Source: an optimization exercise on an open RTL-to-GDS flow (aim: small area and a short achievable clock period). Production flows keep margins and buffers that such runs may drop. Function was checked by simulation only, so behaviour that the tests miss may differ from the original. Power and IR drop assume default switching activity.

--- design/flow/run.sh ---
#!/bin/bash
# synth_recipe.tcl (not shown) runs the flow's synth.tcl, then flattens the netlist and writes it again
# the make line also repeats each setting of config.mk as NAME=value (left out here)
make -C /OpenROAD-flow-scripts/flow DESIGN_CONFIG=/design/flow/config.mk WORK_HOME=/design/flow/orfs CLKGATE_MAP_FILE= SYNTH_SCRIPT=/design/flow/synth_recipe.tcl finish
--- design/flow/config.mk ---
export PLATFORM = sky130hd
export DESIGN_NAME = bt656_rx_top
export DESIGN_NICKNAME = bt656_rx_top
export VERILOG_FILES = /design/flow/design.v
export SDC_FILE = /design/flow/constraint.sdc
export NUM_CORES = 4
export LEC_CHECK = 0
export CAP_MARGIN = 20
export CORE_MARGIN = 2
export CORE_UTILIZATION = 40
export SLEW_MARGIN = 20
--- design/flow/constraint.sdc ---
create_clock -name core_clock -period 5.5 [get_ports {clk}]
set_input_delay 1.1000 -clock core_clock [delete_from_list [all_inputs] [get_ports {clk}]]
set_output_delay 1.1000 -clock core_clock [all_outputs]
set_load 0.01 [all_outputs]
--- design/flow/design.v ---
`timescale 1ns/1ns
package bt656_pkg;
   typedef logic [7:0] byte_t;
   typedef logic [11:0] dim_t;
   typedef logic [15:0] frame_cnt_t;
   localparam int HDR_BIT_F = 6;
   localparam int HDR_BIT_V = 5;
   localparam int HDR_BIT_H = 4;
   localparam byte_t SYNC_PREAMBLE_FF = 8'hFF;
   localparam byte_t SYNC_PREAMBLE_00 = 8'h00;
   typedef enum logic [1:0]
   {
      WAIT_FRAME = 2'b00,
      WAIT_SAV   = 2'b01,
      ACTIVE     = 2'b10,
      BLANK      = 2'b11
   } line_state_e;
endpackage
`timescale 1ns/1ns
module bt656_header_decoder
(
   input  logic              clk,
   input  logic              rstn,
   input  logic              enable_i,
   input  bt656_pkg::byte_t  data_i,
   output logic              hdr_valid_o,
   output logic              is_eav_o,
   output logic              vblank_o,
   output logic              field_o,
   output bt656_pkg::byte_t  tap_byte_o
);
   localparam int DLY_LEN = 5;
   bt656_pkg::byte_t dly_q [0:DLY_LEN-1];
   bt656_pkg::byte_t xy_byte;
   logic  preamble_hit;
   always_ff @(posedge clk)
   begin
      if (!rstn)
      begin
         for (int i = 0; i < DLY_LEN; i++)
         begin
            dly_q[i] <= bt656_pkg::SYNC_PREAMBLE_00;
         end
      end
      else
      begin
         dly_q[0] <= data_i;
         for (int i = 1; i < DLY_LEN; i++)
         begin
            dly_q[i] <= dly_q[i-1];
         end
      end
   end
   assign preamble_hit = (dly_q[3] == bt656_pkg::SYNC_PREAMBLE_FF) &&
                         (dly_q[2] == bt656_pkg::SYNC_PREAMBLE_00) &&
                         (dly_q[1] == bt656_pkg::SYNC_PREAMBLE_00);
   assign xy_byte = dly_q[0];
   assign hdr_valid_o = enable_i && preamble_hit;
   assign is_eav_o   = xy_byte[bt656_pkg::HDR_BIT_H];
   assign vblank_o = xy_byte[bt656_pkg::HDR_BIT_V];
   assign field_o    = xy_byte[bt656_pkg::HDR_BIT_F];
   assign tap_byte_o = dly_q[DLY_LEN-1];
endmodule
`timescale 1ns/1ns
module bt656_line_tracker
(
   input  logic                  clk,
   input  logic                  rstn,
   input  logic                  enable_i,
   input  logic                  err_clr_i,
   input  logic                  hdr_valid_i,
   input  logic                  is_eav_i,
   input  logic                  vblank_i,
   input  logic                  field_i,
   input  bt656_pkg::byte_t      tap_byte_i,
   input  logic                  fifo_full_i,
   output logic                  wr_en_o,
   output bt656_pkg::byte_t      wr_byte_o,
   output logic                  wr_sof_o,
   output logic                  wr_eol_o,
   output bt656_pkg::dim_t       width_o,
   output bt656_pkg::dim_t       height_o,
   output logic                  size_err_o,
   output bt656_pkg::frame_cnt_t frame_cnt_o,
   output logic                  overflow_o
);
   localparam logic [2:0] HDR_SKIP = 3'd4;
   localparam int LEN_W = $bits(width_o) + 1;
   bt656_pkg::line_state_e      state_q, state_d;
   logic [2:0]       skip_q;
   logic             field_q;
   logic             sof_pend_q;
   logic             new_frame, sav_active, eav_det, wr_req, line_end;
   logic [LEN_W-1:0] byte_cnt_q, line_len_q, line_bytes;
   logic             width_valid_q, frame_seen_q, height_valid_q;
   bt656_pkg::dim_t             line_cnt_q, height_q;
   logic             width_err, height_err;
   assign new_frame  = hdr_valid_i && field_q && !field_i;
   assign sav_active = hdr_valid_i && !is_eav_i && !vblank_i;
   assign eav_det    = hdr_valid_i && is_eav_i;
   assign wr_req   = (state_q == bt656_pkg::ACTIVE) && (skip_q == '0);
   assign line_end = wr_req && eav_det;
   assign line_bytes = byte_cnt_q + 1'b1;
   assign width_err  = width_valid_q && (line_bytes != line_len_q);
   assign height_err = height_valid_q && (line_cnt_q != height_q);
   always_comb
   begin
      state_d = state_q;
      case (state_q)
         bt656_pkg::WAIT_FRAME:
         begin
            if (new_frame)
               state_d = bt656_pkg::WAIT_SAV;
         end
         bt656_pkg::WAIT_SAV, bt656_pkg::BLANK:
         begin
            if (sav_active)
               state_d = bt656_pkg::ACTIVE;
         end
         bt656_pkg::ACTIVE:
         begin
            if (line_end)
               state_d = bt656_pkg::BLANK;
         end
         default:
            state_d = bt656_pkg::WAIT_FRAME;
      endcase
   end
   assign wr_en_o   = wr_req && !fifo_full_i;
   assign wr_byte_o = tap_byte_i;
   assign wr_sof_o  = sof_pend_q;
   assign wr_eol_o  = eav_det;
   assign width_o  = line_len_q[LEN_W-1:1];
   assign height_o = height_q;
   always_ff @(posedge clk)
   begin
      if (!rstn || !enable_i)
      begin
         state_q        <= bt656_pkg::WAIT_FRAME;
         skip_q         <= '0;
         field_q        <= 1'b0;
         sof_pend_q     <= 1'b0;
         byte_cnt_q     <= '0;
         line_len_q     <= '0;
         width_valid_q  <= 1'b0;
         line_cnt_q     <= '0;
         height_q       <= '0;
         frame_seen_q   <= 1'b0;
         height_valid_q <= 1'b0;
         size_err_o     <= 1'b0;
         overflow_o     <= 1'b0;
         frame_cnt_o    <= '0;
      end
      else
      begin
         state_q <= state_d;
         if (hdr_valid_i)
            field_q <= field_i;
         if (state_d == bt656_pkg::ACTIVE && state_q != bt656_pkg::ACTIVE)
            skip_q <= HDR_SKIP;
         else if (skip_q != '0)
            skip_q <= skip_q - 1'b1;
         if (line_end)
         begin
            byte_cnt_q    <= '0;
            line_len_q    <= line_bytes;
            width_valid_q <= 1'b1;
            line_cnt_q    <= line_cnt_q + 1'b1;
         end
         else if (wr_req)
            byte_cnt_q <= byte_cnt_q + 1'b1;
         if (wr_en_o)
            sof_pend_q <= 1'b0;
         if (new_frame)
         begin
            sof_pend_q   <= 1'b1;
            frame_cnt_o  <= frame_cnt_o + 1'b1;
            frame_seen_q <= 1'b1;
            line_cnt_q   <= '0;
            if (frame_seen_q)
            begin
               height_q       <= line_cnt_q;
               height_valid_q <= 1'b1;
            end
         end
         if (err_clr_i)
         begin
            size_err_o <= 1'b0;
            overflow_o <= 1'b0;
         end
         if ((line_end && width_err) || (new_frame && height_err))
            size_err_o <= 1'b1;
         if (wr_req && fifo_full_i)
            overflow_o <= 1'b1;
      end
   end
endmodule
`timescale 1ns/1ns
module line_fifo
#(
   parameter int FIFO_DEPTH = 64
)
(
   input  logic             clk,
   input  logic             rstn,
   input  logic             flush_i,
   input  logic             wr_en_i,
   input  bt656_pkg::byte_t wr_byte_i,
   input  logic             wr_sof_i,
   input  logic             wr_eol_i,
   output logic             full_o,
   input  logic             rd_en_i,
   output logic             empty_o,
   output bt656_pkg::byte_t rd_byte_o,
   output logic             rd_sof_o,
   output logic             rd_eol_o
);
   localparam int AW      = $clog2(FIFO_DEPTH);
   localparam int ENTRY_W = $bits(wr_byte_i) + 2;
   logic [ENTRY_W-1:0] mem [0:FIFO_DEPTH-1];
   logic [AW-1:0]      wr_ptr_q, rd_ptr_q;
   logic [AW:0]        count_q;
   logic               wr_ok, rd_ok;
   assign full_o  = (count_q == FIFO_DEPTH[AW:0]);
   assign empty_o = (count_q == '0);
   assign wr_ok   = wr_en_i && !full_o;
   assign rd_ok   = rd_en_i && !empty_o;
   always_ff @(posedge clk)
   begin
      if (wr_ok)
         mem[wr_ptr_q] <= {wr_eol_i, wr_sof_i, wr_byte_i};
   end
   always_ff @(posedge clk)
   begin
      if (!rstn || flush_i)
      begin
         wr_ptr_q <= '0;
         rd_ptr_q <= '0;
         count_q  <= '0;
      end
      else
      begin
         if (wr_ok)
            wr_ptr_q <= wr_ptr_q + 1'b1;
         if (rd_ok)
            rd_ptr_q <= rd_ptr_q + 1'b1;
         if (wr_ok && !rd_ok)
            count_q <= count_q + 1'b1;
         else if (rd_ok && !wr_ok)
            count_q <= count_q - 1'b1;
      end
   end
   assign {rd_eol_o, rd_sof_o, rd_byte_o} = mem[rd_ptr_q];
endmodule
`timescale 1ns/1ns
module bt656_rx_top
#(
   parameter int FIFO_DEPTH = 64
)
(
   input  logic        clk,
   input  logic        rstn,
   input  logic        rx_enable_i,
   input  logic        size_err_clr_i,
   input  logic [7:0]  bt656_data_i,
   output logic        m_axis_tvalid_o,
   input  logic        m_axis_tready_i,
   output logic [7:0]  m_axis_tdata_o,
   output logic        m_axis_tuser_o,
   output logic        m_axis_tlast_o,
   output logic [11:0] width_o,
   output logic [11:0] height_o,
   output logic        size_err_o,
   output logic        overflow_o,
   output logic [15:0] frame_cnt_o
);
   logic  wr_en, wr_sof, wr_eol, fifo_full;
   bt656_pkg::byte_t wr_byte;
   logic  fifo_empty, rd_en, head_sof, head_eol;
   bt656_pkg::byte_t head_byte;
   logic  hdr_valid, is_eav, vblank, field;
   bt656_pkg::byte_t tap_byte;
   bt656_header_decoder u_decoder
   (
      .clk      (clk),
      .rstn     (rstn),
      .enable_i (rx_enable_i),
      .data_i   (bt656_data_i),
      .hdr_valid_o (hdr_valid),
      .is_eav_o    (is_eav),
      .vblank_o    (vblank),
      .field_o     (field),
      .tap_byte_o  (tap_byte)
   );
   bt656_line_tracker u_tracker
   (
      .clk         (clk),
      .rstn        (rstn),
      .enable_i    (rx_enable_i),
      .err_clr_i   (size_err_clr_i),
      .hdr_valid_i (hdr_valid),
      .is_eav_i    (is_eav),
      .vblank_i    (vblank),
      .field_i     (field),
      .tap_byte_i  (tap_byte),
      .fifo_full_i (fifo_full),
      .wr_en_o     (wr_en),
      .wr_byte_o   (wr_byte),
      .wr_sof_o    (wr_sof),
      .wr_eol_o    (wr_eol),
      .width_o     (width_o),
      .height_o    (height_o),
      .size_err_o  (size_err_o),
      .frame_cnt_o (frame_cnt_o),
      .overflow_o  (overflow_o)
   );
   line_fifo #(.FIFO_DEPTH(FIFO_DEPTH)) u_fifo
   (
      .clk       (clk),
      .rstn      (rstn),
      .flush_i   (!rx_enable_i),
      .wr_en_i   (wr_en),
      .wr_byte_i (wr_byte),
      .wr_sof_i  (wr_sof),
      .wr_eol_i  (wr_eol),
      .full_o    (fifo_full),
      .rd_en_i   (rd_en),
      .empty_o   (fifo_empty),
      .rd_byte_o (head_byte),
      .rd_sof_o  (head_sof),
      .rd_eol_o  (head_eol)
   );
   assign m_axis_tvalid_o = !fifo_empty && rx_enable_i;
   assign m_axis_tdata_o  = head_byte;
   assign m_axis_tuser_o  = m_axis_tvalid_o && head_sof;
   assign m_axis_tlast_o  = m_axis_tvalid_o && head_eol;
   assign rd_en           = m_axis_tvalid_o && m_axis_tready_i;
endmodule
==> impl_metrics.py <==
metrics = {
    "outcome": {
        "status": "timing/DRC/antenna clean",
    },
    "floorplan": {
        "fp.dieH_um": 282,
        "initial_core_util_pct": 40.5,
        "die_area_mm2": 0.0794,
        "ios": 66,
        "row_count": 101,
        "dieWidth_um": 282,
        "core_mm2": 0.0762,
    },
    "placed_design": {
        "port_buffers": 65,
        "dpl.hpwl_mm": 41.9,
        "routabilityCongestion": 0.798,
    },
    "clock_tree": {
        "cts_tree": "yes",
        "htreeDepth": 3,
        "cts.repair.resized": 0,
        "cts.sinks": 783,
        "clock_latency_ns": 0.64,
        "cts_buffer_depth": 3,
        "clkTransAtPathRegs_ns": 0.06,
        "post-cts-setup-buffers": 0,
        "root_buffer": "clkbuf_16",
        "cts_buffers": 83,
        "ctsHoldBuffers": 0,
    },
    "synth": {
        "synth_area_leaders": "edfxtp_1 (62%), mux4_2 (14%), dfxtp_1 (9.3%)",
        "synth-edff-count": 640,
        "ys_warn_count": 4,
        "yosys.area.top_type": "edfxtp_1",
        "ys_types": 57,
        "ys_seq_elements": 783,
        "syn_area_per_cell_um2": 17.8,
        "netlist_area_mm2": 0.0309,
        "syn_nets": 1758,
        "syn_inst": 1730,
        "async_reset_ff_share_pct": 0,
        "synth_seq_area_share_pct": 71.6,
        "synth_top_area_share_pct": 62.3,
        "synth_ff_type": "edfxtp_1",
    },
    "final_layout": {
        "layout_common_cells": "edfxtp_1 (640), mux4_2 (198), nor2_1 (164)",
        "fin_nets": 1858,
        "area_growth_pct": 15.3,
        "final_common_cell": "edfxtp_1",
        "antennaDiodeCount": 0,
        "post-route-util_pct": 46.7,
        "drive_gt1_share_pct": 21.3,
        "multi_input_comb_area_mm2": 0.00827,
        "seq_area_mm2": 0.0221,
        "n_fill_cell": 6410,
    },
    "routing": {
        "dr.first_iter.drc_count": 1518,
        "vias_per_cell": 5.35,
        "drc_errors": 0,
        "vias": 15653,
        "ant_nets": 0,
        "wl_per_cell_um": 23.4,
        "drt-pass1-iter-count": 5,
        "drt-total-wl_mm": 68.6,
    },
    "timing": {
        "maxSlewViolCount": 0,
        "setup_viol": 0,
        "clock_skew_ns": 0.0321,
        "worst_slew_pin_slew_ns": 1.10,
        "fmax_mhz": 208,
        "hold_ws_ns": 0.437,
        "hold_viol_final": 0,
        "rsz0062_at_grt": "no",
        "slew-limit-headroom_pct": 26.5,
        "timing.final.crit_share_pct": 87.4,
        "finalCriticalPeriod_ns": 4.81,
        "final.setup.tns_ns": 0,
    },
    "global_routing": {
        "overflow": 0,
        "grt_pass1_wl_mm": 103,
        "grt_max_degree": 76,
        "grt_use_total_pct": 17.6,
        "grt_pass1_vias": 15924,
        "antenna_found_initial": 2,
    },
    "power": {
        "power_density_mw_per_mm2": 336,
        "p_leak_nw": 10.3,
        "vdd_drop_max_mv": 0.209,
    },
    "worst_setup_path": {
        "critPathCaptureType": "output pin",
        "worstPathRequired_ns": 4.40,
        "arrival_ns": 3.71,
        "path_class": "reg -> out",
        "start_kind": "flip-flop",
        "path_max_fanout": 23,
    },
    "worst_hold_path": {
        "hold_class": "reg -> reg",
    },
    "flow_run": {
        "cap_violations": 0,
    },
}
path summary, 6_finish.rpt:
check,slack (ns),to,cells past startpoint,start
worst min register to register,0.44,u_decoder.dly_q[1][7]$_SDFF_PN0_,1,u_decoder.dly_q[0][7]$_SDFF_PN0_
worst max register to register,1.23,u_fifo.mem[3][3]$_DFFE_PP_,8,u_tracker.skip_q[0]$_SDFFE_PP0P_
worst min-delay path,0.44,u_decoder.dly_q[1][7]$_SDFF_PN0_,1,u_decoder.dly_q[0][7]$_SDFF_PN0_
worst max-delay path,0.69,m_axis_tlast_o,6,flip-flop
logic make-up (layout without fill, tap and decap cells):
logic type	Yosys count	in the layout	synth area share [%]
DFF	783	783	71.6
xor gates and xnor gates	82	82	2.33
AOI/OAI and AO/OA	94	94	1.94
buffers and inverters	119	285	1.74
and+or+nand+nor	417	417	6.63
adders and majority gates	15	15	0.633
muxes	220	220	15.2
synthesized netlist by cell type (all sizes together) (2+ instances only):
cell type	instances
a22o	2
o211ai	2
dfxtp	143
and4b	2
nand2b	3
xor2	42
inv	14
a211oi	3
nand3	30
nand2	72
o311ai	2
nand4	14
a21oi	35
mux4	198
edfxtp	640
nor3b	3
o21bai	2
or4	4
nor2b	11
ha	14
nand3b	4
nand4b	3
xnor2	40
clkbuf	58
o22ai	5
nor4	14
buf	47
and4	2
a22oi	16
or2	3
nor2	172
and3	8
a211o	4
mux2i	22
o21ai	14
nor3	13
a21o	2
or3	10
and2	45
worst max-delay path: stages, from the launching register on:
cell	delay, ns
dfxtp_4	0.56
buf_12	0.27
mux4_2	0.55
mux4_2	0.46
o21ai_0	0.42
o22ai_1	0.26
clkdlybuf4s50_1	0.54
where the power goes:
group | switching, mW | internal (mW)
Combinational | 0.0358 | 0.0184
Sequential | 0.00554 | 6.34
Clock | 2.28 | 3.28
final cells by class:
class	instances	share of cell area [%]
clock buffers	107	6.12
flip-flops and latches	783	62.1
well taps	1030	3.62
multi-input cells	828	23.2
inverters	14	0.148
clock inverters	44	1.51
repair buffers	120	3.25
state kept, by name, indices dropped and copies added (netlist names), named ones only:
signal and count:
u_fifo.mem 640, u_decoder.dly_q 40, u_tracker.frame_cnt_o 16, u_tracker.byte_cnt_q 13, u_tracker.line_len_q 13, u_tracker.height_q 12
u_tracker.line_cnt_q 12, u_fifo.count_q 7, u_fifo.rd_ptr_q 6, u_fifo.wr_ptr_q 6, u_tracker.skip_q 3, u_tracker.state_q 2
u_tracker.field_q 1, u_tracker.frame_seen_q 1, u_tracker.height_valid_q 1, u_tracker.overflow_o 1, u_tracker.size_err_o 1, u_tracker.sof_pend_q 1
u_tracker.width_valid_q 1
per-stage QoR:
step	std cells	power, mW	worst slack (ns)	instance area (um^2)
after CTS	2924	12.1	0.550	35500
after detailed placement	2773	6.52	0.986	32800
after floorplan	1730	6.50	2.14	30900
after global routing	2926	12.3	0.506	35600
after global placement	2772	6.52	0.980	32800
final	2926	12.0	0.691	35600
routing by layer:
| metal | track usage, % | share of wire (%) | wire [um] | vias to the layer above |
|---|---|---|---|---|
| li1 | - | - | - | 6963 |
| met1 | 25.0 | 45 | 30800 | 8198 |
| met2 | 27.8 | 48 | 32700 | 413 |
| met3 | 3.78 | 5.7 | 3920 | 77 |
| met4 | 4.24 | 1.7 | 1190 | 2 |
| met5 | 0 | 0.016 | 11 | - |

==> port drivers added, routing unchanged <==
No port has a modelled driver above. Below, the same layout with a new extraction and two added sets of constraints. Step 1 sets driving cells, clkbuf_16 on the clock port and buf_2 on the other inputs (assumed; they add their load-dependent delay and slew). Step 2 times the ports against the registers' clock, not the clock port: input delays grow and output delays shrink by t, the midpoint of the rising clock arrivals with the driver on. Three values: ideal ports, drivers, drivers and shift; two values: the first two.
t (ns): 0.682
setup WS [ns]: 0.691 / 0.633 / 0.882
clock arrival spread, ns: 0.035 / 0.035
worst data-port slew with drivers (ns): 0.07
pins driven straight from the clock port: 1
After both steps setup and hold are still met in this run. For this run, drivers alone change the setup slack by -0.058 ns; drivers and shift together by +0.191 ns.
